What follows belongs to an exercise in optimizing a design on an open flow for small area, a short achievable clock period and few clock cycles; a production flow would make more cautious choices.
At most, simulation tests tie the RTL to the original design; equivalence was not proved.
Power is estimated from default activity; no workload was simulated.

==> flow/design.v <==
package mrhm_pkg;
   localparam int COUNT_BITS = 32;
   localparam int DEBOUNCE_BITS = 10;
   localparam int TIMEOUT_BITS  = 32;
   localparam int SECONDS_BITS  = 32;
   localparam int TICKS_BITS    = 32;
   localparam int CSR_DATA_BITS = 32;
   localparam logic [DEBOUNCE_BITS-1:0] DEBOUNCE_RESET = 10'd50;
   localparam logic [TIMEOUT_BITS-1:0]  TIMEOUT_RESET  = 32'd60000;
   typedef enum logic [0:0] {
      CSR_DEBOUNCE = 1'b0,
      CSR_TIMEOUT  = 1'b1
   } csr_index_type;
   typedef enum logic [1:0] {
      MODE_IDLE  = 2'd0,
      MODE_RUN   = 2'd1,
      MODE_PAUSE = 2'd2
   } mode_type;
   typedef enum logic [2:0] {
      EV_NONE   = 3'd0,
      EV_START  = 3'd1,
      EV_PAUSE  = 3'd2,
      EV_RESUME = 3'd3,
      EV_FINISH = 3'd4
   } event_type;
   typedef struct packed {
      logic [DEBOUNCE_BITS-1:0] debounce_ticks;
      logic [TIMEOUT_BITS-1:0]  timeout_ticks;
   } cfg_type;
   typedef struct packed {
      logic                     qualified_level;
      logic [DEBOUNCE_BITS-1:0] stable_count;
      mode_type                 run_mode;
      logic [COUNT_BITS-1:0]    elapsed;
      logic [COUNT_BITS-1:0]    on_total;
      logic [COUNT_BITS-1:0]    off_total;
      logic [SECONDS_BITS-1:0]  start_stamp;
      logic [SECONDS_BITS-1:0]  end_stamp;
   } meter_state_type;
endpackage
module mrhm_step
(
   input  logic                                       cur_run,
   input  logic                                       cur_pause,
   input  logic [mrhm_pkg::DEBOUNCE_BITS-1:0]         cur_stable,
   input  logic                                       cur_stable_ge,
   input  logic [mrhm_pkg::COUNT_BITS-1:0]            cur_elapsed1,
   input  logic                                       cur_elapsed_max,
   input  logic [mrhm_pkg::TICKS_BITS-1:0]            cur_run_sum,
   input  logic [mrhm_pkg::TICKS_BITS-1:0]            cur_on,
   input  logic [mrhm_pkg::TICKS_BITS-1:0]            cur_off,
   input  logic [mrhm_pkg::SECONDS_BITS-1:0]          cur_start,
   input  logic [mrhm_pkg::SECONDS_BITS-1:0]          cur_end,
   input  mrhm_pkg::cfg_type                          cfg,
   input  logic                                       raw_level,
   input  logic [mrhm_pkg::SECONDS_BITS-1:0]          wall_seconds,
   output logic                                       nxt_run,
   output logic                                       nxt_pause,
   output logic [mrhm_pkg::DEBOUNCE_BITS-1:0]         nxt_stable,
   output logic                                       nxt_stable_ge,
   output logic [mrhm_pkg::COUNT_BITS-1:0]            nxt_elapsed1,
   output logic                                       nxt_elapsed_max,
   output logic [mrhm_pkg::TICKS_BITS-1:0]            nxt_run_sum,
   output logic [mrhm_pkg::TICKS_BITS-1:0]            nxt_on,
   output logic [mrhm_pkg::TICKS_BITS-1:0]            nxt_off,
   output logic [mrhm_pkg::SECONDS_BITS-1:0]          nxt_start,
   output logic [mrhm_pkg::SECONDS_BITS-1:0]          nxt_end,
   output mrhm_pkg::event_type                        tick_event
);
   logic                             cur_idle;
   logic                             counting, flip, timed_out;
   logic                             ev_start, ev_pause, ev_resume;
   logic [mrhm_pkg::DEBOUNCE_BITS-1:0] stable_inc;
   logic                             elapsed1_max;
   logic [mrhm_pkg::TICKS_BITS-1:0]  sum, other;
   assign cur_idle  = !cur_run && !cur_pause;
   assign ev_pause  = cur_run   && !raw_level && cur_stable_ge;
   assign ev_start  = cur_idle  &&  raw_level && cur_stable_ge;
   assign ev_resume = cur_pause &&  raw_level && cur_stable_ge;
   assign flip      = ev_pause || ev_start || ev_resume;
   assign counting  = (cur_run && !raw_level && !cur_stable_ge)
                   || (!cur_run && raw_level && !cur_stable_ge);
   assign stable_inc = cur_stable + 1'b1;
   assign nxt_stable = counting ? stable_inc : '0;
   assign nxt_stable_ge = counting ? (cur_stable == cfg.debounce_ticks - 1'b1)
                                   : (cfg.debounce_ticks == '0);
   assign timed_out = cur_elapsed1 >= cfg.timeout_ticks;
   assign nxt_run   = ev_start || ev_resume || (cur_run && !ev_pause);
   assign nxt_pause = ev_pause || (cur_pause && !ev_resume && !timed_out);
   assign elapsed1_max    = &cur_elapsed1;
   assign nxt_elapsed1    = flip ? mrhm_pkg::COUNT_BITS'(1)
                          : elapsed1_max ? cur_elapsed1 : cur_elapsed1 + 1'b1;
   assign nxt_elapsed_max = !flip && elapsed1_max;
   assign sum   = cur_elapsed_max ? cur_run_sum : cur_run_sum + 1'b1;
   assign other = cur_run ? cur_off : cur_on;
   assign nxt_run_sum = !flip ? sum : cur_idle ? '0 : other;
   assign nxt_on    = ev_start ? '0 : ev_pause  ? sum : cur_on;
   assign nxt_off   = ev_start ? '0 : ev_resume ? sum : cur_off;
   assign nxt_start = ev_start ? wall_seconds : cur_start;
   assign nxt_end   = ev_pause ? wall_seconds : cur_end;
   assign tick_event = mrhm_pkg::event_type'({
      cur_pause && !ev_resume && timed_out,    
      ev_pause || ev_resume,
      ev_start || ev_resume});
endmodule
module machine_run_hour_meter
(
   input  logic         clock,
   input  logic         reset,
   input  logic         req_tvalid,
   output logic         req_tready,
   input  logic [39:0]  req_tdata,    
   output logic         rsp_tvalid,
   input  logic         rsp_tready,
   output logic [135:0] rsp_tdata,
   input  logic                               csr_we,
   input  mrhm_pkg::csr_index_type            csr_index,
   input  logic [mrhm_pkg::CSR_DATA_BITS-1:0] csr_wdata
);
   mrhm_pkg::cfg_type                 cfg_ff;
   logic                              run_ff, pause_ff;
   logic [mrhm_pkg::DEBOUNCE_BITS-1:0] stable_ff;
   logic                              stable_ge_ff;
   logic [mrhm_pkg::COUNT_BITS-1:0]   elapsed1_ff;
   logic                              elapsed_max_ff;
   logic [mrhm_pkg::TICKS_BITS-1:0]   run_sum_ff;
   logic [mrhm_pkg::TICKS_BITS-1:0]   on_ff, off_ff;
   logic [mrhm_pkg::SECONDS_BITS-1:0] start_ff, end_ff;
   mrhm_pkg::event_type               event_ff, tick_event;
   logic                              rsp_valid_ff;
   logic                              nxt_run, nxt_pause;
   logic [mrhm_pkg::DEBOUNCE_BITS-1:0] nxt_stable;
   logic                              nxt_stable_ge;
   logic [mrhm_pkg::COUNT_BITS-1:0]   nxt_elapsed1;
   logic                              nxt_elapsed_max;
   logic [mrhm_pkg::TICKS_BITS-1:0]   nxt_run_sum;
   logic [mrhm_pkg::TICKS_BITS-1:0]   nxt_on, nxt_off;
   logic [mrhm_pkg::SECONDS_BITS-1:0] nxt_start, nxt_end;
   logic                              req_accept;
   assign req_tready = rsp_tready;
   assign req_accept = req_tvalid && rsp_tready;
   always_ff @(posedge clock) begin
      if (reset) begin
         cfg_ff.debounce_ticks <= mrhm_pkg::DEBOUNCE_RESET;
         cfg_ff.timeout_ticks  <= mrhm_pkg::TIMEOUT_RESET;
      end else if (csr_we) begin
         if (csr_index == mrhm_pkg::CSR_DEBOUNCE)
            cfg_ff.debounce_ticks <= csr_wdata[mrhm_pkg::DEBOUNCE_BITS-1:0];
         else
            cfg_ff.timeout_ticks  <= csr_wdata[mrhm_pkg::TIMEOUT_BITS-1:0];
      end
   end
   mrhm_step u_step (
      .cur_run      (run_ff),
      .cur_pause    (pause_ff),
      .cur_stable   (stable_ff),
      .cur_stable_ge (stable_ge_ff),
      .cur_elapsed1 (elapsed1_ff),
      .cur_elapsed_max (elapsed_max_ff),
      .cur_run_sum  (run_sum_ff),
      .cur_on       (on_ff),
      .cur_off      (off_ff),
      .cur_start    (start_ff),
      .cur_end      (end_ff),
      .cfg          (cfg_ff),
      .raw_level    (req_tdata[0] | req_tdata[1]),
      .wall_seconds (req_tdata[33:2]),
      .nxt_run      (nxt_run),
      .nxt_pause    (nxt_pause),
      .nxt_stable   (nxt_stable),
      .nxt_stable_ge (nxt_stable_ge),
      .nxt_elapsed1 (nxt_elapsed1),
      .nxt_elapsed_max (nxt_elapsed_max),
      .nxt_run_sum  (nxt_run_sum),
      .nxt_on       (nxt_on),
      .nxt_off      (nxt_off),
      .nxt_start    (nxt_start),
      .nxt_end      (nxt_end),
      .tick_event   (tick_event)
   );
   always_ff @(posedge clock) begin
      if (reset) begin
         run_ff      <= 1'b0;
         pause_ff    <= 1'b0;
         stable_ff   <= '0;
         on_ff       <= '0;
         off_ff      <= '0;
         start_ff    <= '0;
         end_ff      <= '0;
      end else if (req_accept) begin
         run_ff      <= nxt_run;
         pause_ff    <= nxt_pause;
         stable_ff   <= nxt_stable;
         on_ff       <= nxt_on;
         off_ff      <= nxt_off;
         start_ff    <= nxt_start;
         end_ff      <= nxt_end;
      end
   end
   always_ff @(posedge clock) begin
      if (req_accept) begin
         elapsed1_ff    <= nxt_elapsed1;
         elapsed_max_ff <= nxt_elapsed_max;
         run_sum_ff     <= nxt_run_sum;
      end
   end
   always_ff @(posedge clock) begin
      if (reset) begin
         stable_ge_ff <= 1'b0;
      end else if (req_accept) begin
         stable_ge_ff <= nxt_stable_ge;
      end else if (csr_we && csr_index == mrhm_pkg::CSR_DEBOUNCE) begin
         stable_ge_ff <= stable_ff >= csr_wdata[mrhm_pkg::DEBOUNCE_BITS-1:0];
      end
   end
   always_ff @(posedge clock) begin
      if (req_accept) begin
         event_ff <= tick_event;
      end
   end
   always_ff @(posedge clock) begin
      if (reset) begin
         rsp_valid_ff <= 1'b0;
      end else if (rsp_tready) begin
         rsp_valid_ff <= req_tvalid;
      end
   end
   assign rsp_tvalid = rsp_valid_ff;
   assign rsp_tdata  = {3'b000, end_ff, start_ff, off_ff, on_ff,
                        pause_ff, run_ff, event_ff};
endmodule
==> flow/config.mk <==
export PLATFORM = sky130hd
export DESIGN_NAME = machine_run_hour_meter
export DESIGN_NICKNAME = machine_run_hour_meter
export VERILOG_FILES = /design/flow/design.v
export SDC_FILE = /design/flow/constraint.sdc
export NUM_CORES = 4
export LEC_CHECK = 0
export CAP_MARGIN = 20
export CORE_MARGIN = 2
export CORE_UTILIZATION = 60
export CTS_CLUSTER_DIAMETER = 100
export CTS_CLUSTER_SIZE = 30
export PLACE_DENSITY = 0.75
export SETUP_SLACK_MARGIN = 2.6
export SLEW_MARGIN = 20
==> flow/constraint.sdc <==
create_clock -name core_clock -period 5.0 [get_ports {clock}]
set_input_delay 1.0000 -clock core_clock [delete_from_list [all_inputs] [get_ports {clock}]]
set_output_delay 1.0000 -clock core_clock [all_outputs]
set_load 0.01 [all_outputs]
standard.sh (not shown) runs the stock make flow with config.mk's settings and CLKGATE_MAP_FILE= SYNTH_SCRIPT=/design/flow/synth_recipe.tcl, a recipe that flattens the netlist after the stock synthesis.
==> flow/flow/run.sh <==
#!/bin/bash
export BUFFER_PORTS_ARGS="-buffer_cell sky130_fd_sc_hd__buf_1"
bash standard.sh finish > standard.log 2>&1
Edit:
--- a/flow/design.v
+++ b/flow/design.v
@@ -62,12 +62,11 @@
    output logic                                       nxt_elapsed_max,
    output logic [mrhm_pkg::TICKS_BITS-1:0]            nxt_run_sum,
    output logic [mrhm_pkg::TICKS_BITS-1:0]            nxt_on,
    output logic [mrhm_pkg::TICKS_BITS-1:0]            nxt_off,
    output logic [mrhm_pkg::SECONDS_BITS-1:0]          nxt_start,
-   output logic [mrhm_pkg::SECONDS_BITS-1:0]          nxt_end,
-   output mrhm_pkg::event_type                        tick_event
+   output logic [mrhm_pkg::SECONDS_BITS-1:0]          nxt_end
 );
    logic                             cur_idle;
    logic                             counting, flip, timed_out;
    logic                             ev_start, ev_pause, ev_resume;
    logic [mrhm_pkg::DEBOUNCE_BITS-1:0] stable_inc;
@@ -96,14 +95,10 @@
    assign nxt_run_sum = !flip ? sum : cur_idle ? '0 : other;
    assign nxt_on    = ev_start ? '0 : ev_pause  ? sum : cur_on;
    assign nxt_off   = ev_start ? '0 : ev_resume ? sum : cur_off;
    assign nxt_start = ev_start ? wall_seconds : cur_start;
    assign nxt_end   = ev_pause ? wall_seconds : cur_end;
-   assign tick_event = mrhm_pkg::event_type'({
-      cur_pause && !ev_resume && timed_out,    
-      ev_pause || ev_resume,
-      ev_start || ev_resume});
 endmodule
 module machine_run_hour_meter
 (
    input  logic         clock,
    input  logic         reset,
@@ -124,23 +119,24 @@
    logic [mrhm_pkg::COUNT_BITS-1:0]   elapsed1_ff;
    logic                              elapsed_max_ff;
    logic [mrhm_pkg::TICKS_BITS-1:0]   run_sum_ff;
    logic [mrhm_pkg::TICKS_BITS-1:0]   on_ff, off_ff;
    logic [mrhm_pkg::SECONDS_BITS-1:0] start_ff, end_ff;
-   mrhm_pkg::event_type               event_ff, tick_event;
-   logic                              rsp_valid_ff;
+   logic                              prev_run_ff, prev_pause_ff;
+   mrhm_pkg::event_type               rsp_event;
+   logic                              rsp_valid_ff, rsp_valid_out_ff;
    logic                              nxt_run, nxt_pause;
    logic [mrhm_pkg::DEBOUNCE_BITS-1:0] nxt_stable;
    logic                              nxt_stable_ge;
    logic [mrhm_pkg::COUNT_BITS-1:0]   nxt_elapsed1;
    logic                              nxt_elapsed_max;
    logic [mrhm_pkg::TICKS_BITS-1:0]   nxt_run_sum;
    logic [mrhm_pkg::TICKS_BITS-1:0]   nxt_on, nxt_off;
    logic [mrhm_pkg::SECONDS_BITS-1:0] nxt_start, nxt_end;
    logic                              req_accept;
-   assign req_tready = rsp_tready;
-   assign req_accept = req_tvalid && rsp_tready;
+   assign req_tready = !rsp_valid_out_ff || rsp_tready;
+   assign req_accept = req_tvalid && (!rsp_valid_ff || rsp_tready);
    always_ff @(posedge clock) begin
       if (reset) begin
          cfg_ff.debounce_ticks <= mrhm_pkg::DEBOUNCE_RESET;
          cfg_ff.timeout_ticks  <= mrhm_pkg::TIMEOUT_RESET;
       end else if (csr_we) begin
@@ -173,12 +169,11 @@
       .nxt_elapsed_max (nxt_elapsed_max),
       .nxt_run_sum  (nxt_run_sum),
       .nxt_on       (nxt_on),
       .nxt_off      (nxt_off),
       .nxt_start    (nxt_start),
-      .nxt_end      (nxt_end),
-      .tick_event   (tick_event)
+      .nxt_end      (nxt_end)
    );
    always_ff @(posedge clock) begin
       if (reset) begin
          run_ff      <= 1'b0;
          pause_ff    <= 1'b0;
@@ -213,19 +208,35 @@
          stable_ge_ff <= stable_ff >= csr_wdata[mrhm_pkg::DEBOUNCE_BITS-1:0];
       end
    end
    always_ff @(posedge clock) begin
       if (req_accept) begin
-         event_ff <= tick_event;
-      end
-   end
+         prev_run_ff   <= run_ff;
+         prev_pause_ff <= pause_ff;
+      end
+   end
+   assign rsp_event = mrhm_pkg::event_type'({
+      prev_pause_ff && !run_ff && !pause_ff,
+      (prev_run_ff && pause_ff) || (prev_pause_ff && run_ff),
+      run_ff && !prev_run_ff});
    always_ff @(posedge clock) begin
       if (reset) begin
          rsp_valid_ff <= 1'b0;
+      end else if (req_accept) begin
+         rsp_valid_ff <= 1'b1;
       end else if (rsp_tready) begin
-         rsp_valid_ff <= req_tvalid;
-      end
-   end
-   assign rsp_tvalid = rsp_valid_ff;
+         rsp_valid_ff <= 1'b0;
+      end
+   end
+   always_ff @(posedge clock) begin
+      if (reset) begin
+         rsp_valid_out_ff <= 1'b0;
+      end else if (req_tvalid && req_tready) begin
+         rsp_valid_out_ff <= 1'b1;
+      end else if (rsp_tready) begin
+         rsp_valid_out_ff <= 1'b0;
+      end
+   end
+   assign rsp_tvalid = rsp_valid_out_ff;
    assign rsp_tdata  = {3'b000, end_ff, start_ff, off_ff, on_ff,
-                        pause_ff, run_ff, event_ff};
+                        pause_ff, run_ff, rsp_event};
 endmodule
The new run finished with timing, DRC and antenna clean.
Fmax is lower by 0.93%.
Power is higher by 2.9%.
Setup slack degrades by 0.022 ns.
Final area is lower by 0.92%.
Area after synthesis barely changes.
Worst hold slack stays flat.
Synthesized cell count is higher by 0.37%.
Non-clock buffer count is lower by 10.
Testbench counts after the change, summed over its fixed seeds: cycles 24,082.
The RTL of the first run of this note was laid out without a check of its function.

separate check: timing with driven ports:
In the flow no input, the clock included, has a driving cell. The finished layouts below were timed again as built, in two steps.
Step 1 sets driving cells, clkbuf_16 on the clock port and buf_2 on the other inputs (assumed; they add their load-dependent delay and slew).
Step 2 adds t to the input delays and takes it off the output delays; t is the mean of the earliest and latest rising clock arrival at the registers after step 1. Input paths then give back, and output paths get back, about the clock's delay inside the block.
a / b / c = no drivers / after step 1 / after step 2; a / b = the first two.
run	t (ns)	slack for setup (ns)	latest minus earliest clock arrival (ns)	worst data-port slew with drivers (ns)
the first run	0.526	2.657 / 2.641 / 2.152	0.015 / 0.015	0.05
the second run	0.527	2.635 / 2.593 / 2.185	0.027 / 0.026	0.07
After both steps setup and hold are still met in every run listed. The setup slack of the first run, which loses most, moves by -0.016 ns with the drivers and by -0.505 ns with both steps.
